From an optimization exercise on the open Yosys and OpenROAD flow, aimed at a short achievable clock period and few clock cycles; shortcuts taken in it are not production practice.
RTL that was checked went through simulation tests only; none was proved equivalent to the original.
Only the layout flow was run in run 3; the RTL was not checked for function there.
Power and IR drop assume default switching activity.

File: flow/config.mk
export PLATFORM = sky130hd
export DESIGN_NAME = cqt_decoder
export DESIGN_NICKNAME = cqt_decoder
export VERILOG_FILES = /design/flow/design.v
export SDC_FILE = /design/flow/constraint.sdc
export NUM_CORES = 4
export LEC_CHECK = 0
export ABC_CLOCK_PERIOD_IN_PS = 2500
export CAP_MARGIN = 20
export CORE_MARGIN = 2
export CORE_UTILIZATION = 40
export SETUP_SLACK_MARGIN = 4.0
export SLEW_MARGIN = 20
export SYNTH_HIERARCHICAL = 1
export SYNTH_MINIMUM_KEEP_SIZE = 0
export TNS_END_PERCENT = 100
File: flow/constraint.sdc
create_clock -name core_clock -period 6.0 [get_ports {clk}]
set_input_delay 1.2000 -clock core_clock [delete_from_list [all_inputs] [get_ports {clk}]]
set_output_delay 1.2000 -clock core_clock [all_outputs]
set_load 0.01 [all_outputs]
File: flow/design.v
`timescale 1ns/1ps
package cqt_state_pkg;
    typedef enum logic [2:0] {
        IDLE        = 3'd0,   
        CALC        = 3'd1,   
        SPLIT_FLAG  = 3'd2,   
        FORCE_SPLIT = 3'd3,   
        LEAF_CU     = 3'd4,   
        NEXT        = 3'd5,   
        ENDING      = 3'd6    
    } cqt_state_t;
endpackage
`timescale 1ns/1ps
package cqt_syntax_pkg;
    typedef logic [1:0] cqt_depth_t;
    typedef enum logic [1:0] {
        CTX_NONE = 2'd0,
        CTX_ONE  = 2'd1,
        CTX_BOTH = 2'd2
    } split_ctx_t;
endpackage
`timescale 1ns/1ps
module cqt_nand2 (input logic a, input logic b, output logic y);
assign y = ~(a & b);
endmodule
module cqt_nand3 (input logic a, input logic b, input logic c, output logic y);
assign y = ~(a & b & c);
endmodule
module cqt_o211ai (input logic a1, input logic a2, input logic b1, input logic c1, output logic y);
assign y = ~((a1 | a2) & b1 & c1);
endmodule
module cqt_a21oi (input logic a1, input logic a2, input logic b1, output logic y);
assign y = ~((a1 & a2) | b1);
endmodule
module cqt_walker (
    input  logic       cqt_start,
    input  logic       bin,
    input  logic       bin_vld,
    input  logic       cu_done,
    input  logic       qreq,       
    input  logic       qcu,        
    input  logic       qdone,      
    input  logic       b1req,      
    input  logic       b1cu,       
    input  logic       b0cu,       
    input  logic       e_req_n,    
    input  logic       e_cu_n,
    input  logic       e_done_n,
    input  logic [2:0] sz_n_n,     
    output logic       dec_run,
    output logic       ctx_addr_vld,
    output logic       cu_start,
    output logic [2:0] cu_log2_size,
    output logic       cqt_done
);
logic r_start, r_cu, r_bin, c_cu, c_bin1, c_bin0, d_cu, s_bin;
cqt_nand2 i_r_start (.a(cqt_start), .b(qreq), .y(r_start));
cqt_a21oi i_r_cu    (.a1(cu_done), .a2(qreq), .b1(~e_req_n), .y(r_cu));
cqt_nand3 i_r_bin   (.a(bin_vld), .b(bin), .c(b1req), .y(r_bin));
cqt_nand3 i_r_out   (.a(r_start), .b(r_cu), .c(r_bin), .y(dec_run));
assign ctx_addr_vld = dec_run;
cqt_a21oi  i_c_cu   (.a1(cu_done), .a2(qcu), .b1(~e_cu_n), .y(c_cu));
cqt_nand3  i_c_bin1 (.a(bin_vld), .b(bin), .c(b1cu), .y(c_bin1));
cqt_nand2  i_c_bin0 (.a(bin_vld), .b(b0cu), .y(c_bin0));
cqt_o211ai i_c_out  (.a1(bin), .a2(c_bin0), .b1(c_cu), .c1(c_bin1), .y(cu_start));
cqt_nand2 i_d_cu  (.a(cu_done), .b(qdone), .y(d_cu));
cqt_nand2 i_d_out (.a(d_cu), .b(e_done_n), .y(cqt_done));
cqt_nand2 i_s_bin (.a(bin), .b(b1cu), .y(s_bin));
cqt_a21oi i_s2    (.a1(bin), .a2(b1cu), .b1(sz_n_n[2]), .y(cu_log2_size[2]));
cqt_nand2 i_s1    (.a(s_bin), .b(sz_n_n[1]), .y(cu_log2_size[1]));
cqt_nand2 i_s0    (.a(s_bin), .b(sz_n_n[0]), .y(cu_log2_size[0]));
endmodule
`timescale 1ns/1ps
module cqt_decoder (
    input  logic        clk,
    input  logic        rst_n,
    input  logic        cqt_start,
    input  logic [5:0]  ctb_x,
    input  logic [4:0]  ctb_y,
    input  logic [11:0] pic_width,
    input  logic [10:0] pic_height,
    input  logic        bin,
    input  logic        bin_vld,
    input  logic        cu_done,
    output logic        dec_run,
    output logic        ctx_addr_vld,
    output logic [9:0]  ctx_addr,
    output logic        cu_start,
    output logic [11:0] cu_x,
    output logic [10:0] cu_y,
    output logic [2:0]  cu_log2_size,
    output logic        cqt_done
);
function automatic logic [2:0] ctxv(input logic cl, input logic ca);
    ctxv = (cl & ca) ? 3'd4 : ((cl | ca) ? 3'd3 : 3'd2);
endfunction
logic m_idle;     
logic m_pre;      
logic m_fwbin;    
logic m_fwcu;     
logic m_scalc;    
logic m_sact;     
logic m_swbin;    
logic m_swcu;     
logic m_snext;    
logic [1:0]  d, i1, i2, i3;       
logic [2:0]  ctx_r;               
logic [2:0]  szn_r;               
logic [2:0]  ctxc1, ctxc2;        
logic        qreq, qcu, qdone;    
logic        b1req, b1cu, b0cu;   
logic        e_req, e_cu, e_done; 
logic        newpic;
logic        c_out, c_cross;      
logic [1:0]  left_d  [8];
logic [1:0]  above_d [8];
logic [15:0] above_buf [64];      
logic        wr_pend;
logic [15:0] wr_data;
logic [5:0]  cx;
logic [4:0]  cy;
logic        cx_nz, cy_nz;
logic [5:0]  r_wf, r_colsm1;
logic [2:0]  r_wl, r_hl;
logic [4:0]  r_hf, r_rowsm1;
logic [3:0]  r_wu, r_hu;          
logic [63:0] r_lastsel;           
logic        r_nnew, r_nfull, r_nsame, r_ncx_nz, r_ncy_nz;
cqt_walker i_pulse (
    .cqt_start, .bin, .bin_vld, .cu_done,
    .qreq, .qcu, .qdone, .b1req, .b1cu, .b0cu,
    .e_req_n(~e_req), .e_cu_n(~e_cu), .e_done_n(~e_done),
    .sz_n_n(szn_r),
    .dec_run, .ctx_addr_vld, .cu_start, .cu_log2_size, .cqt_done
);
assign ctx_addr = {7'd0, ctx_r};
wire [2:0] col_n = {i1[0], i2[0], i3[0]};
wire [2:0] row_n = {i1[1], i2[1], i3[1]};
assign cu_x = {cx, col_n, 3'b000};
assign cu_y = {cy, row_n, 3'b000};
wire [1:0] i1n = i1 + 2'd1;
wire [1:0] i2n = i2 + 2'd1;
wire [1:0] i3n = i3 + 2'd1;
wire sel3   = (d == 2'd3) & (i3 != 2'd3);
wire sel2   = ~sel3 & d[1] & (i2 != 2'd3);
wire sel1   = ~sel3 & ~sel2 & (d != 2'd0) & (i1 != 2'd3);
wire s_done = ~sel3 & ~sel2 & ~sel1;
wire [1:0] s_k  = sel3 ? 2'd3 : (sel2 ? 2'd2 : 2'd1);
wire [1:0] s_i1 = sel1 ? i1n : i1;
wire [1:0] s_i2 = sel2 ? i2n : (sel1 ? 2'd0 : i2);
wire [1:0] s_i3 = sel3 ? i3n : 2'd0;
wire [2:0] row2 = {i1[1], i2n[1], 1'b0};
wire [2:0] col2 = {i1[0], i2n[0], 1'b0};
wire byp2 = (d == 2'd2) & ~i2[0];
wire cl2  = ~byp2 & ((|col2) | cx_nz) & (left_d[row2] == 2'd3);
wire ca2  = ((|row2) | cy_nz) & (above_d[col2] == 2'd3);
wire byp1 = (d == 2'd1) & ~i1[0];
wire [1:0] s_nl = (byp1 | ~(i1n[0] | cx_nz)) ? 2'd0 : (i1n[1] ? left_d[4] : left_d[0]);
wire [1:0] s_na = ~(i1n[1] | cy_nz) ? 2'd0 : (i1n[0] ? above_d[4] : above_d[0]);
wire [2:0] s_ctx  = sel2 ? ctxv(cl2, ca2) : ctxv(s_nl[1], s_na[1]);
wire [2:0] s_ctx1 = ctxv(s_nl == 2'd3, s_na == 2'd3);
wire [2:0] low_n = 3'd7 >> d;    
wire [1:0] n_nl = !((|col_n) || cx_nz) ? 2'd0 : left_d[row_n];
wire [1:0] n_na = !((|row_n) || cy_nz) ? 2'd0 : above_d[col_n];
logic [1:0] idx_n;
always_comb begin
    case (d)
        2'd1:    idx_n = i1;
        2'd2:    idx_n = i2;
        2'd3:    idx_n = i3;
        default: idx_n = 2'd0;
    endcase
end
wire [15:0] above_rd = above_buf[1];
logic [1:0] above_next [8];
always_comb
    for (int c = 0; c < 8; c++)
        above_next[c] = r_nsame ? above_d[c] : above_rd[2*c +: 2];
wire [1:0] root_nl = r_ncx_nz ? left_d[0] : 2'd0;
wire [1:0] root_na = r_ncy_nz ? above_next[0] : 2'd0;
wire full_now = (ctb_x < pic_width[11:6]) && (ctb_y < pic_height[10:6]);
wire ev_qreq  = (cqt_start | cu_done) & qreq;            
wire ev_proot = m_pre & e_req;                           
wire ev_bin0  = m_fwbin & bin_vld & ~bin;                
wire ev_bin1  = m_fwbin & bin_vld & bin;                 
wire ev_fcu   = cu_done & qcu;                           
wire ev_fdone = cu_done & qdone;
wire ev_sdone = m_snext & (d == 2'd0);
wire ev_done  = ev_fdone | ev_sdone;
wire s_cu_act = m_sact & ~c_out & (d == 2'd3);
wire s_cu_bin = m_swbin & bin_vld & ~bin;
wire       wr_en = ev_bin0 | (ev_bin1 & (d == 2'd2)) | ev_fcu | s_cu_act | s_cu_bin;
wire       wr_8  = m_fwbin & bin;
wire [1:0] wr_v  = wr_8 ? 2'd3 : d;
wire [2:0] mask_d = {d != 2'd0, d[1], d == 2'd3};
logic [7:0] hit_row, hit_col;
always_comb
    for (int u = 0; u < 8; u++) begin
        hit_row[u] = wr_8 ? (3'(u) == row_n) : (((3'(u) ^ row_n) & mask_d) == 3'd0);
        hit_col[u] = wr_8 ? (3'(u) == col_n) : (((3'(u) ^ col_n) & mask_d) == 3'd0);
    end
always_ff @(posedge clk) begin
    for (int u = 0; u < 8; u++) begin
        if (wr_en && hit_row[u]) left_d[u] <= wr_v;
        if (rst_n && ev_done) above_d[u] <= above_next[u];
        else if (wr_en && hit_col[u]) above_d[u] <= wr_v;
    end
    if (wr_pend)
        for (int k = 0; k < 64; k++)
            above_buf[k] <= r_lastsel[k] ? wr_data : above_buf[(k + 1) % 64];
end
always_ff @(posedge clk) begin
    if (m_idle) begin
        cx    <= ctb_x;
        cy    <= ctb_y;
        cx_nz <= |ctb_x;
        cy_nz <= |ctb_y;
    end
    r_wf     <= pic_width[11:6];
    r_wl     <= pic_width[5:3];
    r_hf     <= pic_height[10:6];
    r_hl     <= pic_height[5:3];
    r_colsm1 <= pic_width[11:6] - 6'(pic_width[5:0] == 6'd0);
    r_rowsm1 <= pic_height[10:6] - 5'(pic_height[5:0] == 6'd0);
    for (int k = 0; k < 64; k++) r_lastsel[k] <= (r_colsm1 == 6'(k));
    r_wu     <= (cx == r_wf) ? {1'b0, r_wl} : 4'd8;
    r_hu     <= (cy == r_hf) ? {1'b0, r_hl} : 4'd8;
end
logic       lastcol, lastrow;
logic [5:0] ncx;
logic [4:0] ncy;
always_comb begin
    lastcol = (cx >= r_colsm1);
    lastrow = (cy >= r_rowsm1);
    ncx = lastcol ? 6'd0 : cx + 6'd1;
    ncy = lastcol ? (lastrow ? 5'd0 : cy + 5'd1) : cy;
end
always_ff @(posedge clk) begin
    r_nnew   <= lastcol & lastrow;
    r_nfull  <= lastcol ? ((r_wf != 6'd0) && (lastrow ? (r_hf != 5'd0) : (cy + 5'd1 < r_hf)))
                        : ((cx + 6'd1 < r_wf) && (cy < r_hf));
    r_nsame  <= (r_colsm1 == 6'd0);
    r_ncx_nz <= |ncx;
    r_ncy_nz <= |ncy;
end
always_ff @(posedge clk) begin
    e_req   <= 1'b0;
    e_cu    <= 1'b0;
    e_done  <= 1'b0;
    wr_pend <= 1'b0;
    if (!rst_n) begin
        m_idle  <= 1'b1;
        m_pre   <= 1'b0;
        m_fwbin <= 1'b0;
        m_fwcu  <= 1'b0;
        m_scalc <= 1'b0;
        m_sact  <= 1'b0;
        m_swbin <= 1'b0;
        m_swcu  <= 1'b0;
        m_snext <= 1'b0;
        d       <= 2'd0;
        szn_r   <= ~(3'd6 - {1'b0, 2'd0});
        i1      <= 2'd0;
        i2      <= 2'd0;
        i3      <= 2'd0;
        ctx_r   <= 3'd2;
        ctxc1   <= 3'd2;
        ctxc2   <= 3'd2;
        qreq    <= 1'b0;
        qcu     <= 1'b0;
        qdone   <= 1'b0;
        b1req   <= 1'b0;
        b1cu    <= 1'b0;
        b0cu    <= 1'b0;
        newpic  <= 1'b1;
    end else if (ev_qreq | ev_proot) begin
        m_idle  <= 1'b0;
        m_pre   <= 1'b0;
        m_fwcu  <= 1'b0;
        m_fwbin <= 1'b1;
        ctx_r   <= ctxc1;
        b1req   <= (d < 2'd2);
        b1cu    <= (d == 2'd2);
        b0cu    <= 1'b1;
        qreq    <= 1'b0;
    end else if (ev_bin0 | ev_fcu) begin
        m_fwbin <= 1'b0;
        m_fwcu  <= 1'b1;
        d       <= s_k;
        szn_r   <= ~(3'd6 - {1'b0, s_k});
        i1      <= s_i1;
        i2      <= s_i2;
        i3      <= s_i3;
        ctx_r   <= s_ctx;
        ctxc1   <= s_ctx1;
        qreq    <= ~s_done & ~sel3;
        qcu     <= sel3;
        qdone   <= s_done;
        b1req   <= 1'b0;
        b1cu    <= 1'b0;
        b0cu    <= 1'b0;
    end else if (ev_bin1) begin
        if (d != 2'd2) begin
            d       <= d + 2'd1;
            szn_r   <= ~(3'd6 - {1'b0, d + 2'd1});
            ctx_r   <= ctxc2;
            ctxc1   <= ctxc2;
            b1req   <= (d == 2'd0);
            b1cu    <= (d == 2'd1);
        end else begin
            m_fwbin <= 1'b0;
            m_fwcu  <= 1'b1;
            d       <= 2'd3;
            szn_r   <= ~(3'd6 - {1'b0, 2'd3});
            i3      <= 2'd1;
            qcu     <= 1'b1;
            b1req   <= 1'b0;
            b1cu    <= 1'b0;
            b0cu    <= 1'b0;
        end
    end else if (ev_done) begin
        m_fwcu  <= 1'b0;
        m_snext <= 1'b0;
        m_idle  <= 1'b1;
        d       <= 2'd0;
        szn_r   <= ~(3'd6 - {1'b0, 2'd0});
        i1      <= 2'd0;
        i2      <= 2'd0;
        i3      <= 2'd0;
        ctx_r   <= ctxv(root_nl != 2'd0, root_na != 2'd0);
        ctxc1   <= ctxv(root_nl[1], root_na[1]);
        ctxc2   <= ctxv(root_nl == 2'd3, root_na == 2'd3);
        qreq    <= ~r_nnew & r_nfull;
        qcu     <= 1'b0;
        qdone   <= 1'b0;
        newpic  <= r_nnew;
        e_done  <= ev_sdone;
        wr_pend <= 1'b1;
        for (int c = 0; c < 8; c++) wr_data[2*c +: 2] <= above_d[c];
    end else begin
        if (m_idle && cqt_start) begin
            m_idle <= 1'b0;
            m_pre  <= 1'b1;
            e_req  <= full_now;
        end
        if (m_pre) begin
            m_pre   <= 1'b0;
            m_scalc <= 1'b1;
        end
        if (m_scalc) begin
            m_scalc <= 1'b0;
            m_sact  <= 1'b1;
            c_out   <= ({1'b0, col_n} >= r_wu) || ({1'b0, row_n} >= r_hu);
            c_cross <= ({1'b0, col_n | low_n} >= r_wu) || ({1'b0, row_n | low_n} >= r_hu);
            ctx_r   <= ctxv(n_nl > d, n_na > d);
        end
        if (m_sact) begin
            m_sact <= 1'b0;
            if (c_out) begin
                m_snext <= 1'b1;
            end else if (d == 2'd3) begin
                m_swcu <= 1'b1;
                e_cu   <= 1'b1;
            end else if (c_cross) begin
                m_scalc <= 1'b1;
                d       <= d + 2'd1;
                szn_r   <= ~(3'd6 - {1'b0, d + 2'd1});
            end else begin
                m_swbin <= 1'b1;
                e_req   <= 1'b1;
            end
        end
        if (m_swbin && bin_vld) begin
            m_swbin <= 1'b0;
            if (bin) begin
                m_scalc <= 1'b1;
                d       <= d + 2'd1;
                szn_r   <= ~(3'd6 - {1'b0, d + 2'd1});
            end else begin
                m_swcu <= 1'b1;
                e_cu   <= 1'b1;
            end
        end
        if (m_swcu && cu_done) begin
            m_swcu  <= 1'b0;
            m_snext <= 1'b1;
        end
        if (m_snext) begin
            case (d)
                2'd1:    i1 <= i1 + 2'd1;
                2'd2:    i2 <= i2 + 2'd1;
                default: i3 <= i3 + 2'd1;
            endcase
            if (idx_n == 2'd3) begin
                d <= d - 2'd1;
                szn_r   <= ~(3'd6 - {1'b0, d - 2'd1});
            end else begin
                m_snext <= 1'b0;
                m_scalc <= 1'b1;
            end
        end
    end
end
endmodule
File: flow/run.sh
#!/bin/bash
# synth_recipe.tcl (not shown) runs the flow's synth.tcl, then flattens the netlist and writes it again
# the make line also repeats each setting of config.mk as NAME=value (left out here)
make -C /OpenROAD-flow-scripts/flow DESIGN_CONFIG=/design/flow/config.mk WORK_HOME=/design/flow/orfs CLKGATE_MAP_FILE= SYNTH_SCRIPT=/design/flow/synth_recipe.tcl finish
==> reports/results.ini, run 1 <==
[outcome]
status=finished clean

[routing]
wl_mm=110
route.detailed.drc=0
wl_per_cell_um=20.9
via_count=27772
ant_nets=0
drt_iter0_markers=2264
routed_via_density=5.29
drt_pass1_iterations=6

[synthesis]
seq_area_frac_synth_pct=67.0
synth_area_um2=52900
synthFlopType=edfxtp_1
yosysWarningCount=11
synth_edf_count=1087
syn_inst=3306
syn_area_per_cell_um2=16.0
synthDistinctLibCells=70
ys_ff_latch=1228
synth-async-reset-ratio_pct=0

[clocking]
cts_root_buf=clkbuf_16
cts.htree.levels=4
holdBufCountCts=0
numCtsBuffers=136
cts_tree=done
clk_latency_ns=0.76
clk_pin_slew_ns=0.06
cts_max_path_buffers=3
cts_sinks=1228

[finish]
layout.nets=3504
area_growth_pct=16.3
n_fill_cell=11391
layout_common_cells=1087 x edfxtp_1, 1025 x mux2_2, 139 x clkbuf_16, 123 x dfxtp_1, 110 x buf_4
final_common_cell=edfxtp_1
drive_gt1_share_pct=45.5
fin_cells=5249

[sta]
fmax_ghz=0.351
grt_setup_unrepaired=yes
slew_headroom_pct=29.4
hold_violations=0
worst_slack_ns=3.15
finalCritPeriodShare_pct=47.5
finalCriticalPeriod_ns=2.85
setup_viol=0
fin_skew_ns=0.0295
tightestPinTransition_ns=1.06
finalMaxSlewViolations=0

[critical_path]
r2r_slack_ns=3.19
worst_r2r_startpoint=i3[0]$_SDFFE_PN0P_
cp-start-kind=input pin
path_max_fanout=13
crit_required_ns=4.80
path_class=in2out
r2r_cells=13
worstReg2RegEnd=ctx_r[0]$_SDFFE_PN0P_
end_kind=primary output
arrival_ns=1.65

[pwr]
cellPowerDensity_nw_per_um2=355
power_leakage_nw=20.3
peakVddDrop_v=0.000311

[global_routing]
antenna_found_initial=6
overflow=0
track_usage_pct=16.0
grt_pass1_wl_mm=169
grt_pass1_vias=27948
grt_max_degree=154

[placed_design]
dp.final_hpwl_mm=60.6
place_inst=4881
numPortBuffers=66
dp_slack_ns=1.86
gp_congestion=0.838

[run]
maxCapViolCount=0

[min_path]
min_to=r_wu[1]$_SDFF_PP0_
hold_start=r_wl[1]$_DFF_P_
min_path_type=reg2reg
hold_depth=1

[floorplanning]
io_pins=80
core_um2=131000
start_util_pct=40.3
rows=133
die_x_um=368
die-height_um=368
die_area_um2=135000

[how the worst max path moves through the flow]
stage                               from                   endpoint  slack, ns  cells after the start
floorplan             wr_pend$_SDFF_PP0_  above_buf[0][0]$_DFFE_PP_      -1.74                      0
global placement                     bin                   cu_start       1.84                      4
detailed placement                   bin               ctx_addr_vld       1.86                      4
CTS                 m_fwbin$_SDFFE_PN0P_                   cu_start       3.15                      3
global route          i3[0]$_SDFFE_PN0P_      ctx_r[0]$_SDFFE_PN0P_       3.09                     13
finish                           bin_vld                   cu_start       3.15                      4
[cell type report]
type	instances	area, um2	area share (%)
diodes	1	2.50	0.00406
clock buffers	193	3690	5.99
clock inverters	51	519	0.843
inverters	65	262	0.425
multi-input cells	1733	17200	27.9
flip-flops and latches	1228	35500	57.7
well taps	1755	2200	3.57
repair buffers	223	2200	3.58
[per-module statistics from Yosys, one instance, submodules excluded]
module | area (um2) | cells inside
cqt_decoder | 52800 | 3289
cqt_nand3 | 5.00 | 1
cqt_a21oi | 8.76 | 1
cqt_o211ai | 12.5 | 1
cqt_nand2 | 3.75 | 1
cqt_walker | 15.0 | 3
[flip-flops by register name, summed over array words and instances (netlist names), 2 cells and up]
register,count
above_buf,1024
above_d,16
ctx_r,3
ctxc1,3
ctxc2,3
cx,6
cy,5
d,2
i1,2
i2,2
i3,2
left_d,16
r_colsm1,6
r_hf,5
r_hl,3
r_hu,4
r_lastsel,64
r_rowsm1,5
r_wf,6
r_wl,3
r_wu,4
szn_r,3
wr_data,16
[logic make-up after synthesis]
logic type | after synthesis | share of synthesized area [%]
and+or+nand+nor | 348 | 3.08
adders and majority gates | 77 | 1.82
muxes | 1043 | 22.2
buffers and inverters | 357 | 2.68
other | 1 | 0.00708
DFF | 1228 | 67.0
AOI/OAI and AO/OA | 232 | 2.91
xor gates and xnor gates | 20 | 0.331
[repair_timing]
action | 4_1_cts | 5_1_grt
pin swaps | 68 | 72
hold endpoints to repair | 0 | 0
resized for setup | 338 | 127
setup buffers | 80 | 39
setup endpoints to repair | 895 | 238
cloned | 3 | 1
[routing by layer]
layer | routed length [um] | global-route usage (%)
met1 | 50600 | 22.8
met2 | 50200 | 24.3
met3 | 6190 | 3.47
met4 | 2610 | 5.10
met5 | 0 | 0
[metrics by stage]
step	utilization, %	hold WS (ns)	cell area (um2)	setup TNS (ns)	power, W
after floorplan	-	0.406	53300	-1776.68	0.0126
after detailed placement	42.0	0.412	55200	0	0.0133
after global routing	46.8	0.441	61600	0	0.0227
after CTS	46.2	0.425	60700	0	0.0217
final	46.8	0.426	61600	0	0.0219
after global placement	42.0	0.410	55200	0	0.0132
[worst max-delay path, stage by stage]
cell and delay, ns:
buf_12 0.13, nand2_4 0.05, o211ai_2 0.12, buf_2 0.14
[where the power goes]
| part | leakage (nW) | switching [W] | internal (W) |
|---|---|---|---|
| Clock | 2.04 | 0.00341 | 0.00454 |
| Sequential | 11.0 | 0.000337 | 0.0102 |
| Combinational | 7.32 | 0.00187 | 0.00149 |
| Total | 20.3 | 0.00561 | 0.0163 |
[Yosys cell counts, types with 6 or more instances]
master / n / area, um2
buf_4: 14 / 105
and2_1: 10 / 62.6
edfxtp_1: 1087 / 32600
ha_1: 77 / 963
buf_2: 8 / 40.0
a21oi_1: 56 / 280
clkbuf_1: 240 / 901
a21o_1: 13 / 97.6
mux2i_1: 16 / 160
nand2_1: 94 / 353
or3_1: 8 / 50.1
dfxtp_1: 141 / 2820
o211ai_1: 10 / 75.1
nor2b_1: 16 / 100
nand2b_1: 15 / 93.8
nor4_1: 7 / 43.8
nor2_1: 110 / 413
o21ai_0: 45 / 225
mux2_2: 1026 / 11600
o21a_1: 18 / 135
inv_1: 64 / 240
a211oi_1: 12 / 90.1
buf_1: 28 / 105
xnor2_1: 14 / 123
nand3_1: 37 / 185
xor2_1: 6 / 52.6
nor3_1: 22 / 110
and3_1: 10 / 62.6
o22ai_1: 6 / 37.5
a31oi_1: 13 / 81.3
Testbench counts, summed over its fixed seeds: cycles 8,561.
==> run 2, diff against run 1 <==
--- a/flow/design.v
+++ b/flow/design.v
@@ -25,2 +25,5 @@
 endmodule
+module cqt_and2 (input logic a, input logic b, output logic y);
+assign y = a & b;
+endmodule
 module cqt_nand3 (input logic a, input logic b, input logic c, output logic y);
@@ -60,3 +63,3 @@
 cqt_nand3 i_r_out   (.a(r_start), .b(r_cu), .c(r_bin), .y(dec_run));
-assign ctx_addr_vld = dec_run;
+cqt_nand3 i_v_out   (.a(r_start), .b(r_cu), .c(r_bin), .y(ctx_addr_vld));
 cqt_a21oi  i_c_cu   (.a1(cu_done), .a2(qcu), .b1(~e_cu_n), .y(c_cu));
@@ -181,8 +184,13 @@
 wire full_now = (ctb_x < pic_width[11:6]) && (ctb_y < pic_height[10:6]);
-wire ev_qreq  = (cqt_start | cu_done) & qreq;            
+logic c_start, c_bin, c_vld, c_done;
+cqt_and2 i_g_start (.a(cqt_start), .b(m_idle), .y(c_start));
+cqt_and2 i_g_bin   (.a(bin), .b(m_fwbin | m_swbin), .y(c_bin));
+cqt_and2 i_g_vld   (.a(bin_vld), .b(m_fwbin | m_swbin), .y(c_vld));
+cqt_and2 i_g_done  (.a(cu_done), .b(m_fwcu | m_swcu), .y(c_done));
+wire ev_qreq  = (c_start | c_done) & qreq;            
 wire ev_proot = m_pre & e_req;                           
-wire ev_bin0  = m_fwbin & bin_vld & ~bin;                
-wire ev_bin1  = m_fwbin & bin_vld & bin;                 
-wire ev_fcu   = cu_done & qcu;                           
-wire ev_fdone = cu_done & qdone;
+wire ev_bin0  = m_fwbin & c_vld & ~c_bin;                
+wire ev_bin1  = m_fwbin & c_vld & c_bin;                 
+wire ev_fcu   = c_done & qcu;                           
+wire ev_fdone = c_done & qdone;
 wire ev_sdone = m_snext & (d == 2'd0);
@@ -190,5 +198,5 @@
 wire s_cu_act = m_sact & ~c_out & (d == 2'd3);
-wire s_cu_bin = m_swbin & bin_vld & ~bin;
+wire s_cu_bin = m_swbin & c_vld & ~c_bin;
 wire       wr_en = ev_bin0 | (ev_bin1 & (d == 2'd2)) | ev_fcu | s_cu_act | s_cu_bin;
-wire       wr_8  = m_fwbin & bin;
+wire       wr_8  = m_fwbin & c_bin;
 wire [1:0] wr_v  = wr_8 ? 2'd3 : d;
@@ -340,3 +348,3 @@
     end else begin
-        if (m_idle && cqt_start) begin
+        if (m_idle && c_start) begin
             m_idle <= 1'b0;
@@ -372,5 +380,5 @@
         end
-        if (m_swbin && bin_vld) begin
+        if (m_swbin && c_vld) begin
             m_swbin <= 1'b0;
-            if (bin) begin
+            if (c_bin) begin
                 m_scalc <= 1'b1;
@@ -383,3 +391,3 @@
         end
-        if (m_swcu && cu_done) begin
+        if (m_swcu && c_done) begin
             m_swcu  <= 1'b0;
==> run 2 against run 1 <==
  * Highest routed layer is now met5
  * Register-to-register slack barely moved
  * Clock power is 3.0% higher
  * Sequential power shrank 11%
  * Fmax barely moved
  * Still clean
  * Hold slack improved by 0.024 ns
  * Synthesized cell count is 0.51% higher
  * Count of clock-buffer cells in the layout is 17 lower
  * Worst setup slack is essentially flat
  * Total power is 17% lower
  * Largest power group unchanged
  * Clock skew fell by 0.0067 ns
==> reports/results.ini, run 2 <==
[outcome]
status=finished clean  ; unchanged

[pwr]
swShare_pct=20.8  ; was 25.7%
comb_power_share_pct=3.0  ; was 15.4%
cellPowerDensity_nw_per_um2=289  ; was 355 nW/um2
peakVddDrop_v=0.000183  ; was 0.000311 V
pwr-share-clk_pct=45.2  ; was 36.4%
finalPower_w=0.0181  ; was 0.0219 W
intPower_w=0.0144  ; was 0.0163 W
power_leakage_nw=20.7  ; was 20.3 nW
p_sw_w=0.00376  ; was 0.00561 W
power_frac_seq_pct=51.8  ; was 48.3%

[floorplanning]
start_util_pct=40.3  ; about the same
die_x_um=368  ; about the same
die-height_um=368  ; about the same
core_um2=132000  ; was 131000 um2
rows=133  ; unchanged
die_area_um2=136000  ; was 135000 um2
io_pins=80  ; unchanged

[routing]
route.met3.wl_mm=4.64  ; was 6.19 mm
wl_met1_mm=51.7  ; was 50.6 mm
drt_pass1_iterations=6  ; unchanged
wl_mm=111  ; was 110 mm
wl_per_cell_um=20.9  ; about the same
via_count=27830  ; was 27772
top_layer=met5  ; was met4
wl_met2_mm=51.5  ; was 50.2 mm
route.detailed.drc=0  ; unchanged
routed_via_density=5.25  ; was 5.29
drt_iter0_markers=2395  ; was 2264
ant_nets=0  ; unchanged

[sta]
finalMaxSlewViolations=0  ; unchanged
finalCritPeriodShare_pct=47.5  ; about the same
tightestPinTransition_ns=0.896  ; was 1.06 ns
grt_setup_unrepaired=yes  ; unchanged
worst_slack_ns=3.15  ; about the same
slew_headroom_pct=40.2  ; was 29.4%
fin_tns_setup_ns=0  ; unchanged
fin_skew_ns=0.0229  ; was 0.0295 ns
hold_violations=0  ; unchanged
hold_slack_ns=0.449  ; was 0.426 ns
finalCriticalPeriod_ns=2.85  ; about the same
fmax_ghz=0.351  ; about the same
setup_viol=0  ; unchanged

[placed_design]
numPortBuffers=66  ; unchanged
dp_slack_ns=2.13  ; was 1.86 ns
gp_congestion=0.852  ; was 0.838
dp.final_hpwl_mm=61.3  ; was 60.6 mm

[synthesis]
yosysTopAreaCellShare_pct=61.5  ; was 61.7%
ys_ff_latch=1229  ; was 1228
yosysWarningCount=11  ; unchanged
synth_fa_ha_area_share_pct=1.82  ; about the same
synth_most_common_cell=edfxtp_1  ; unchanged
synthDistinctLibCells=71  ; was 70
synthFlopType=edfxtp_1  ; unchanged
synth_top_family_by_area=multiplexers  ; unchanged
synth.top_cells.by_count=1087 x edfxtp_1, 1028 x mux2_2, 235 x clkbuf_1  ; was 1087 x edfxtp_1, 1026 x mux2_2, 240 x clkbuf_1
syn_area_per_cell_um2=16.0  ; about the same
synth_area_um2=53000  ; was 52900 um2
synth-async-reset-ratio_pct=0  ; unchanged
seq_area_frac_synth_pct=66.9  ; was 67.0%
synth-xor-area-share_pct=0.330  ; was 0.331%
syn_inst=3323  ; was 3306
synthMuxAreaShare_pct=22.1  ; was 22.2%
yosysTopAreaCell=edfxtp_1  ; unchanged
synthSimpleGateAreaFrac_pct=3.15  ; was 3.08%
synth_edf_count=1087  ; unchanged
synth_compound_area_share_pct=2.93  ; was 2.91%
yosys-top-cells-area=edfxtp_1 62%, mux2_2 22%, dfxtp_1 5.4%  ; was edfxtp_1 62%, mux2_2 22%, dfxtp_1 5.3%

[critical_path]
crit_required_ns=4.80  ; about the same
arrival_ns=1.65  ; about the same
r2r_cells=13  ; unchanged
cp-start-kind=input pin  ; unchanged
path_class=in2out  ; unchanged
path_max_fanout=4  ; was 13
end_kind=primary output  ; unchanged

[run]
maxCapViolCount=0  ; unchanged

[clocking]
numCtsBuffers=134  ; was 136
cts_root_buf=clkbuf_16  ; unchanged
clk_latency_ns=0.75  ; was 0.76 ns
clk_pin_slew_ns=0.06  ; about the same
cts_sinks=1229  ; was 1228
cts_tree=done  ; unchanged
cts_max_path_buffers=3  ; unchanged
cts.htree.levels=4  ; unchanged

[finish]
layout.nets=3554  ; was 3504
largest_reg_flops=1024  ; unchanged
n_fill_cell=11074  ; was 11391
area_growth_pct=18.1  ; was 16.3%
utilization_pct=47.6  ; was 46.8%
regMostFlops=above_buf  ; unchanged
reg_top3=above_buf: 1024 flops, r_lastsel: 64 flops  ; unchanged
n_antenna_cell=0  ; was 1
final_common_cell=edfxtp_1  ; unchanged
layout_common_cells=1087 x edfxtp_1, 1026 x mux2_2, 139 x clkbuf_16, 133 x buf_4, 125 x dfxtp_1  ; was 1087 x edfxtp_1, 1025 x mux2_2, 139 x clkbuf_16, 123 x dfxtp_1, 110 x buf_4
drive_gt1_share_pct=47.9  ; was 45.5%

[global_routing]
overflow=0  ; unchanged
grt_pass1_wl_mm=173  ; was 169 mm
antenna_found_initial=2  ; was 6
track_usage_pct=16.2  ; was 16.0%
grt_max_degree=107  ; was 154
grt_pass1_vias=28469  ; was 27948

[min_path]
hold_depth=1  ; unchanged
min_path_type=reg2reg  ; unchanged

[run 2: what timing repair did]
item	CTS	global route
buffers inserted	112	42
hold endpoints to repair	0	0
hold buffers	0	0
gates cloned	8	0
gates resized for setup	402	122
endpoints found under the setup margin	1025	417
pin swaps	87	75
[run 2: critical path: stages]
cell and delay [ns]:
buf_12 0.11, a21oi_4 0.13, nand3_2 0.08, buf_6 0.12
[run 2: logic make-up after synthesis]
logic type,count (synthesis)
AO/OA/AOI/OAI,233
adder cells (fa/ha/maj),77
XOR/XNOR,20
other,1
multiplexers,1043
flip-flops,1229
buffers and inverters,362
AND/OR/NAND/NOR,358
[run 2: power by group through the flow]
stage | sequential, W | combinational (W) | clock (W)
after floorplan | 0.00958 | 0.000296 | 0
after global placement | 0.00959 | 0.000430 | 0
after detailed placement | 0.00959 | 0.000435 | 0
after CTS | 0.00939 | 0.000496 | 0.00839
after global routing | 0.00940 | 0.000602 | 0.00871
final | 0.00939 | 0.000553 | 0.00819
[run 2: final cells by class]
| cell class | count | area [um2] | area share, % |
|---|---|---|---|
| timing repair buffer | 259 | 2640 | 4.22 |
| multi-input combinational | 1747 | 17700 | 28.2 |
| inverter | 66 | 273 | 0.435 |
| clock inverter | 68 | 632 | 1.01 |
| sequential | 1229 | 35500 | 56.7 |
| clock buffer | 176 | 3740 | 5.96 |
| tap | 1755 | 2200 | 3.50 |
[run 2: layer usage]
layer	vias up	GRT usage, %
li1	12735	-
met1	14308	22.5
met2	582	25.7
met3	203	2.86
met4	2	5.82
met5	-	0
[run 2: final timing paths]
check,from,end,slack [ns]
worst max-delay path,cu_done,ctx_addr_vld,3.15
worst min-delay path,r_hl[1]$_DFF_P_,r_hu[1]$_SDFF_PN0_,0.45
worst max register to register,i3[1]$_SDFFE_PN0P_,ctx_r[0]$_SDFFE_PN0P_,3.20
worst min register to register,r_hl[1]$_DFF_P_,r_hu[1]$_SDFF_PN0_,0.45
[run 2: metrics by stage]
step                cell area, um2  instances
finish                       62700       5300
global placement             55300       4892
CTS                          61700       5257
detailed placement           55300       4893
global route                 62700       5300
floorplan                    53400       3335
[run 2: modules after synthesis, one instance, submodules excluded]
| module | cells inside | times used |
|---|---|---|
| cqt_o211ai | 1 | 1 |
| cqt_and2 | 1 | 4 |
| cqt_walker | 2 | 1 |
| cqt_nand2 | 1 | 7 |
| cqt_nand3 | 1 | 4 |
| cqt_decoder | 3302 | 1 |
| cqt_a21oi | 1 | 3 |
Testbench counts of run 2, summed over its fixed seeds: cycles 8,561.
==> run 3, diff against run 2 <==
--- a/flow/design.v
+++ b/flow/design.v
@@ -22,17 +22,2 @@
 `timescale 1ns/1ps
-module cqt_nand2 (input logic a, input logic b, output logic y);
-assign y = ~(a & b);
-endmodule
-module cqt_and2 (input logic a, input logic b, output logic y);
-assign y = a & b;
-endmodule
-module cqt_nand3 (input logic a, input logic b, input logic c, output logic y);
-assign y = ~(a & b & c);
-endmodule
-module cqt_o211ai (input logic a1, input logic a2, input logic b1, input logic c1, output logic y);
-assign y = ~((a1 | a2) & b1 & c1);
-endmodule
-module cqt_a21oi (input logic a1, input logic a2, input logic b1, output logic y);
-assign y = ~((a1 & a2) | b1);
-endmodule
 module cqt_walker (
@@ -48,6 +33,6 @@
     input  logic       b0cu,       
-    input  logic       e_req_n,    
-    input  logic       e_cu_n,
-    input  logic       e_done_n,
-    input  logic [2:0] sz_n_n,     
+    input  logic       e_req,      
+    input  logic       e_cu,
+    input  logic       e_done,
+    input  logic [2:0] sz_n,       
     output logic       dec_run,
@@ -58,18 +43,7 @@
 );
-logic r_start, r_cu, r_bin, c_cu, c_bin1, c_bin0, d_cu, s_bin;
-cqt_nand2 i_r_start (.a(cqt_start), .b(qreq), .y(r_start));
-cqt_a21oi i_r_cu    (.a1(cu_done), .a2(qreq), .b1(~e_req_n), .y(r_cu));
-cqt_nand3 i_r_bin   (.a(bin_vld), .b(bin), .c(b1req), .y(r_bin));
-cqt_nand3 i_r_out   (.a(r_start), .b(r_cu), .c(r_bin), .y(dec_run));
-cqt_nand3 i_v_out   (.a(r_start), .b(r_cu), .c(r_bin), .y(ctx_addr_vld));
-cqt_a21oi  i_c_cu   (.a1(cu_done), .a2(qcu), .b1(~e_cu_n), .y(c_cu));
-cqt_nand3  i_c_bin1 (.a(bin_vld), .b(bin), .c(b1cu), .y(c_bin1));
-cqt_nand2  i_c_bin0 (.a(bin_vld), .b(b0cu), .y(c_bin0));
-cqt_o211ai i_c_out  (.a1(bin), .a2(c_bin0), .b1(c_cu), .c1(c_bin1), .y(cu_start));
-cqt_nand2 i_d_cu  (.a(cu_done), .b(qdone), .y(d_cu));
-cqt_nand2 i_d_out (.a(d_cu), .b(e_done_n), .y(cqt_done));
-cqt_nand2 i_s_bin (.a(bin), .b(b1cu), .y(s_bin));
-cqt_a21oi i_s2    (.a1(bin), .a2(b1cu), .b1(sz_n_n[2]), .y(cu_log2_size[2]));
-cqt_nand2 i_s1    (.a(s_bin), .b(sz_n_n[1]), .y(cu_log2_size[1]));
-cqt_nand2 i_s0    (.a(s_bin), .b(sz_n_n[0]), .y(cu_log2_size[0]));
+assign dec_run      = (cqt_start & qreq) | (cu_done & qreq) | (bin_vld & bin & b1req) | e_req;
+assign ctx_addr_vld = (cqt_start & qreq) | (cu_done & qreq) | (bin_vld & bin & b1req) | e_req;
+assign cu_start     = (cu_done & qcu) | (bin_vld & ~bin & b0cu) | (bin_vld & bin & b1cu) | e_cu;
+assign cqt_done     = (cu_done & qdone) | e_done;
+assign cu_log2_size = (bin & b1cu) ? 3'd3 : sz_n;
 endmodule
@@ -110,3 +84,2 @@
 logic [2:0]  ctx_r;               
-logic [2:0]  szn_r;               
 logic [2:0]  ctxc1, ctxc2;        
@@ -131,7 +104,7 @@
 logic        r_nnew, r_nfull, r_nsame, r_ncx_nz, r_ncy_nz;
+wire [2:0] sz_n = 3'd6 - {1'b0, d};
 cqt_walker i_pulse (
     .cqt_start, .bin, .bin_vld, .cu_done,
-    .qreq, .qcu, .qdone, .b1req, .b1cu, .b0cu,
-    .e_req_n(~e_req), .e_cu_n(~e_cu), .e_done_n(~e_done),
-    .sz_n_n(szn_r),
+    .qreq, .qcu, .qdone, .b1req, .b1cu, .b0cu, .e_req, .e_cu, .e_done,
+    .sz_n,
     .dec_run, .ctx_addr_vld, .cu_start, .cu_log2_size, .cqt_done
@@ -164,3 +137,3 @@
 wire [2:0] s_ctx1 = ctxv(s_nl == 2'd3, s_na == 2'd3);
-wire [2:0] low_n = 3'd7 >> d;    
+wire [3:0] span_n = 4'd8 >> d;
 wire [1:0] n_nl = !((|col_n) || cx_nz) ? 2'd0 : left_d[row_n];
@@ -184,13 +157,8 @@
 wire full_now = (ctb_x < pic_width[11:6]) && (ctb_y < pic_height[10:6]);
-logic c_start, c_bin, c_vld, c_done;
-cqt_and2 i_g_start (.a(cqt_start), .b(m_idle), .y(c_start));
-cqt_and2 i_g_bin   (.a(bin), .b(m_fwbin | m_swbin), .y(c_bin));
-cqt_and2 i_g_vld   (.a(bin_vld), .b(m_fwbin | m_swbin), .y(c_vld));
-cqt_and2 i_g_done  (.a(cu_done), .b(m_fwcu | m_swcu), .y(c_done));
-wire ev_qreq  = (c_start | c_done) & qreq;            
+wire ev_qreq  = (cqt_start | cu_done) & qreq;            
 wire ev_proot = m_pre & e_req;                           
-wire ev_bin0  = m_fwbin & c_vld & ~c_bin;                
-wire ev_bin1  = m_fwbin & c_vld & c_bin;                 
-wire ev_fcu   = c_done & qcu;                           
-wire ev_fdone = c_done & qdone;
+wire ev_bin0  = m_fwbin & bin_vld & ~bin;                
+wire ev_bin1  = m_fwbin & bin_vld & bin;                 
+wire ev_fcu   = cu_done & qcu;                           
+wire ev_fdone = cu_done & qdone;
 wire ev_sdone = m_snext & (d == 2'd0);
@@ -198,5 +166,5 @@
 wire s_cu_act = m_sact & ~c_out & (d == 2'd3);
-wire s_cu_bin = m_swbin & c_vld & ~c_bin;
+wire s_cu_bin = m_swbin & bin_vld & ~bin;
 wire       wr_en = ev_bin0 | (ev_bin1 & (d == 2'd2)) | ev_fcu | s_cu_act | s_cu_bin;
-wire       wr_8  = m_fwbin & c_bin;
+wire       wr_8  = m_fwbin & bin;
 wire [1:0] wr_v  = wr_8 ? 2'd3 : d;
@@ -220,3 +188,3 @@
 always_ff @(posedge clk) begin
-    if (m_idle) begin
+    if (cqt_start) begin
         cx    <= ctb_x;
@@ -247,4 +215,3 @@
     r_nnew   <= lastcol & lastrow;
-    r_nfull  <= lastcol ? ((r_wf != 6'd0) && (lastrow ? (r_hf != 5'd0) : (cy + 5'd1 < r_hf)))
-                        : ((cx + 6'd1 < r_wf) && (cy < r_hf));
+    r_nfull  <= (ncx < r_wf) && (ncy < r_hf);
     r_nsame  <= (r_colsm1 == 6'd0);
@@ -269,3 +236,2 @@
         d       <= 2'd0;
-        szn_r   <= ~(3'd6 - {1'b0, 2'd0});
         i1      <= 2'd0;
@@ -297,3 +263,2 @@
         d       <= s_k;
-        szn_r   <= ~(3'd6 - {1'b0, s_k});
         i1      <= s_i1;
@@ -312,3 +277,2 @@
             d       <= d + 2'd1;
-            szn_r   <= ~(3'd6 - {1'b0, d + 2'd1});
             ctx_r   <= ctxc2;
@@ -321,3 +285,2 @@
             d       <= 2'd3;
-            szn_r   <= ~(3'd6 - {1'b0, 2'd3});
             i3      <= 2'd1;
@@ -333,3 +296,2 @@
         d       <= 2'd0;
-        szn_r   <= ~(3'd6 - {1'b0, 2'd0});
         i1      <= 2'd0;
@@ -348,3 +310,3 @@
     end else begin
-        if (m_idle && c_start) begin
+        if (m_idle && cqt_start) begin
             m_idle <= 1'b0;
@@ -361,3 +323,3 @@
             c_out   <= ({1'b0, col_n} >= r_wu) || ({1'b0, row_n} >= r_hu);
-            c_cross <= ({1'b0, col_n | low_n} >= r_wu) || ({1'b0, row_n | low_n} >= r_hu);
+            c_cross <= ({1'b0, col_n} + span_n > r_wu) || ({1'b0, row_n} + span_n > r_hu);
             ctx_r   <= ctxv(n_nl > d, n_na > d);
@@ -374,3 +336,2 @@
                 d       <= d + 2'd1;
-                szn_r   <= ~(3'd6 - {1'b0, d + 2'd1});
             end else begin
@@ -380,8 +341,7 @@
         end
-        if (m_swbin && c_vld) begin
+        if (m_swbin && bin_vld) begin
             m_swbin <= 1'b0;
-            if (c_bin) begin
+            if (bin) begin
                 m_scalc <= 1'b1;
                 d       <= d + 2'd1;
-                szn_r   <= ~(3'd6 - {1'b0, d + 2'd1});
             end else begin
@@ -391,3 +351,3 @@
         end
-        if (m_swcu && c_done) begin
+        if (m_swcu && cu_done) begin
             m_swcu  <= 1'b0;
@@ -403,3 +363,2 @@
                 d <= d - 2'd1;
-                szn_r   <= ~(3'd6 - {1'b0, d - 2'd1});
             end else begin
==> run 3 against run 2 <==
  * Clock skew grew 0.0028 ns
  * Largest cell class unchanged
  * Combinational power grew to 5.9 times the previous value
  * Sequential share of layout area grew 0.63 points
  * Sequential power grew 12%
  * Still clean on timing, DRC and antenna
==> reports/results.ini, run 3 <==
[outcome]
status=finished clean  ; unchanged

[synthesis]
syn_inst=3313  ; was 3323
seq_area_frac_synth_pct=66.9  ; about the same
synthFlopType=edfxtp_1  ; unchanged
yosysTopAreaCell=edfxtp_1  ; unchanged
synth_most_common_cell=edfxtp_1  ; unchanged
synthMuxAreaShare_pct=22.3  ; was 22.1%
synth_area_um2=52900  ; was 53000 um2
synth_compound_area_share_pct=2.72  ; was 2.93%
syn_area_per_cell_um2=16.0  ; about the same
synthSimpleGateAreaFrac_pct=3.03  ; was 3.15%
synth-async-reset-ratio_pct=0  ; unchanged
yosys-top-cells-area=edfxtp_1 62%, mux2_2 22%, dfxtp_1 5.2%  ; was edfxtp_1 62%, mux2_2 22%, dfxtp_1 5.4%
synth_fa_ha_area_share_pct=1.97  ; was 1.82%
yosysWarningCount=11  ; unchanged
synth-xor-area-share_pct=0.430  ; was 0.330%
synth_edf_count=1087  ; unchanged
synth.top_cells.by_count=1087 x edfxtp_1, 1025 x mux2_2, 240 x clkbuf_1  ; was 1087 x edfxtp_1, 1028 x mux2_2, 235 x clkbuf_1
synthDistinctLibCells=73  ; was 71
synth_top_family_by_area=multiplexers  ; unchanged
yosysTopAreaCellShare_pct=61.7  ; was 61.5%
ys_ff_latch=1225  ; was 1229

[floorplanning]
io_pins=80  ; unchanged
rows=133  ; unchanged
start_util_pct=40.3  ; about the same
die_area_um2=135000  ; was 136000 um2
die_x_um=368  ; about the same
core_um2=131000  ; was 132000 um2
die-height_um=368  ; about the same

[critical_path]
worst_path_max_delay_cell=a221o_1  ; was a21oi_4
path_max_fanout=2  ; was 4
arrival_ns=2.03  ; was 1.65 ns
cp-start-kind=input pin  ; unchanged
crit_path_cell_trace=buf_12 -> mux2_4 -> a221o_1 -> buf_2  ; was buf_12 -> a21oi_4 -> nand3_2 -> buf_6
path_class=in2out  ; unchanged
crit_required_ns=4.80  ; about the same
cpPeakStageDelay_ns=0.30  ; was 0.13 ns
end_kind=primary output  ; unchanged
r2r_slack_ns=3.23  ; was 3.20 ns

[global_routing]
grt_max_degree=170  ; was 107
overflow=0  ; unchanged
grt_pass1_vias=27863  ; was 28469
grt_pass1_wl_mm=168  ; was 173 mm
antenna_found_initial=1  ; was 2
track_usage_pct=15.8  ; was 16.2%

[routing]
route.detailed.drc=0  ; unchanged
ant_nets=0  ; unchanged
via_count=27571  ; was 27830
drt_iter0_markers=2177  ; was 2395
routed_via_density=5.24  ; was 5.25
wl_mm=109  ; was 111 mm
wl_per_cell_um=20.7  ; was 20.9 um
drt_pass1_iterations=5  ; was 6

[placed_design]
gp_congestion=0.816  ; was 0.852
dpl_cell_area_um2=55200  ; was 55300 um2
dp.final_hpwl_mm=59.7  ; was 61.3 mm
dp_slack_ns=1.71  ; was 2.13 ns
numPortBuffers=66  ; unchanged

[finish]
layout.nets=3519  ; was 3554
layout_common_cells=1087 x edfxtp_1, 1025 x mux2_2, 133 x clkbuf_16, 130 x nor2_1, 125 x dfxtp_1  ; was 1087 x edfxtp_1, 1026 x mux2_2, 139 x clkbuf_16, 133 x buf_4, 125 x dfxtp_1
reg_top3=above_buf: 1024 flops, r_lastsel: 64 flops  ; unchanged
n_antenna_cell=0  ; unchanged
regMostFlops=above_buf  ; unchanged
area_growth_pct=16.9  ; was 18.1%
largest_reg_flops=1024  ; unchanged
drive_gt1_share_pct=45.7  ; was 47.9%
final_common_cell=edfxtp_1  ; unchanged
final_area_um2=61800  ; was 62700 um2

[clocking]
cts_max_path_buffers=3  ; unchanged
numCtsBuffers=133  ; was 134
clk_latency_ns=0.75  ; about the same
cts_sinks=1225  ; was 1229
cts_tree=done  ; unchanged
holdBufCountCts=0  ; unchanged
cts_root_buf=clkbuf_16  ; unchanged
clk_pin_slew_ns=0.06  ; about the same
cts.htree.levels=4  ; unchanged

[pwr]
peakVddDrop_v=0.000224  ; was 0.000183 V
cellPowerDensity_nw_per_um2=353  ; was 289 nW/um2
power_leakage_nw=20.5  ; was 20.7 nW

[sta]
finalCritPeriodShare_pct=53.9  ; was 47.5%
slew_headroom_pct=33.0  ; was 40.2%
finalMaxSlewViolations=0  ; unchanged
worst_slack_ns=2.77  ; was 3.15 ns
hold_violations=0  ; unchanged
setup_viol=0  ; unchanged
fmax_ghz=0.309  ; was 0.351 GHz
tightestPinTransition_ns=1.00  ; was 0.896 ns
grt_setup_unrepaired=yes  ; unchanged
fin_skew_ns=0.0256  ; was 0.0229 ns
hold_slack_ns=0.430  ; was 0.449 ns
finalCriticalPeriod_ns=3.23  ; was 2.85 ns

[min_path]
min_path_type=reg2reg  ; unchanged

[run]
maxCapViolCount=0  ; unchanged

-- run 3: cells by family (layout without fill, tap and decap cells) --
logic type	Yosys count	count (layout)
AO/OA/AOI/OAI	226	226
XOR/XNOR	26	26
adder cells (fa/ha/maj)	82	82
buffers and inverters	354	535
flip-flops	1225	1225
multiplexers	1048	1048
other	1	13
AND/OR/NAND/NOR	351	351
-- run 3: path summary, 6_finish.rpt --
check                                       start                  to  cells past startpoint
worst max-delay path                          bin            cu_start                      4
worst min-delay path              r_wl[1]$_DFF_P_  r_wu[1]$_SDFF_PP0_                      1
worst max register to register  d[1]$_SDFFE_PN0P_   c_cross$_DFFE_PP_                     13
worst min register to register    r_wl[1]$_DFF_P_  r_wu[1]$_SDFF_PP0_                      1
-- run 3: final cells by class --
type / instances / area [um2]
Sequential cell: 1225 / 35400
Fill cell: 11174 / 69500
Multi-Input combinational cell: 1746 / 17200
Inverter: 67 / 304
Timing Repair Buffer: 224 / 2360
Tap cell: 1755 / 2200
Clock buffer: 181 / 3630
Clock inverter: 63 / 656
-- run 3: routing by layer --
| metal | part of all wire, % | GRT usage, % |
|---|---|---|
| met5 | 0 | 0 |
| met4 | 2.7 | 5.39 |
| met3 | 4.5 | 2.90 |
| met2 | 47 | 24.9 |
| met1 | 46 | 22.1 |
-- run 3: critical path: cells and delay by family --
kind                   cells  cell delay [ns]
AO/OA/AOI/OAI              1             0.30
buffers and inverters      2             0.25
multiplexers               1             0.28
-- run 3: power by group --
part / leakage (nW) / internal, W / switching (W)
Combinational: 7.46 / 0.00145 / 0.00184
Clock: 2.09 / 0.00463 / 0.00341
Sequential: 10.9 / 0.0102 / 0.000281
Total: 20.5 / 0.0163 / 0.00553
-- run 3: per-module statistics from Yosys, one instance, submodules excluded --
module | times used | cells | area (um2) | flops+latches
cqt_decoder | 1 | 3302 | 52800 | 1225
cqt_walker | 1 | 11 | 76.3 | 0
-- run 3: repair_timing --
item,in CTS,in global routing
cloned,3,0
hold endpoints to repair,0,0
pin swaps,53,48
buffers inserted,97,25
endpoints found under the setup margin,1025,635
gates resized for setup,381,119
-- run 3: through the flow --
step	setup TNS [ns]	util [%]	std cells	power, W
2_1_floorplan	-1776.68	-	3325	0.0125
3_3_place_gp	0	42.0	4892	0.0131
3_5_place_dp	0	42.0	4892	0.0131
4_1_cts	0	46.5	5236	0.0217
5_1_grt	0	47.1	5261	0.0227
6_report	0	47.1	5261	0.0218

static timing again, ports no longer ideal:
The results above use ideal ports. As a check the final layouts listed here were re-extracted and re-timed, cells and wires unchanged.
Step 1: set_driving_cell puts a clkbuf_16 on clk and a buf_2 on each other input, an assumption about the parent block.
Step 2 times the ports against the registers' clock, not the clock port: input delays grow and output delays shrink by t, the midpoint of the rising clock arrivals with the driver on.
Three values: ideal ports, drivers, drivers and shift; two values: the first two.
run	shift t [ns]	slack for setup (ns)	worst data-port slew with drivers (ns)	cell pins on the clock port's net
run 1	0.810	3.151 / 3.086 / 3.086	0.06	1
run 2	0.808	3.152 / 3.106 / 3.041	0.07	1
run 3	0.819	2.766 / 2.717 / 2.717	0.08	1
After both steps every run listed still meets setup and hold. For run 2, which loses most, drivers alone change the setup slack by -0.046 ns; drivers and shift together by -0.111 ns.
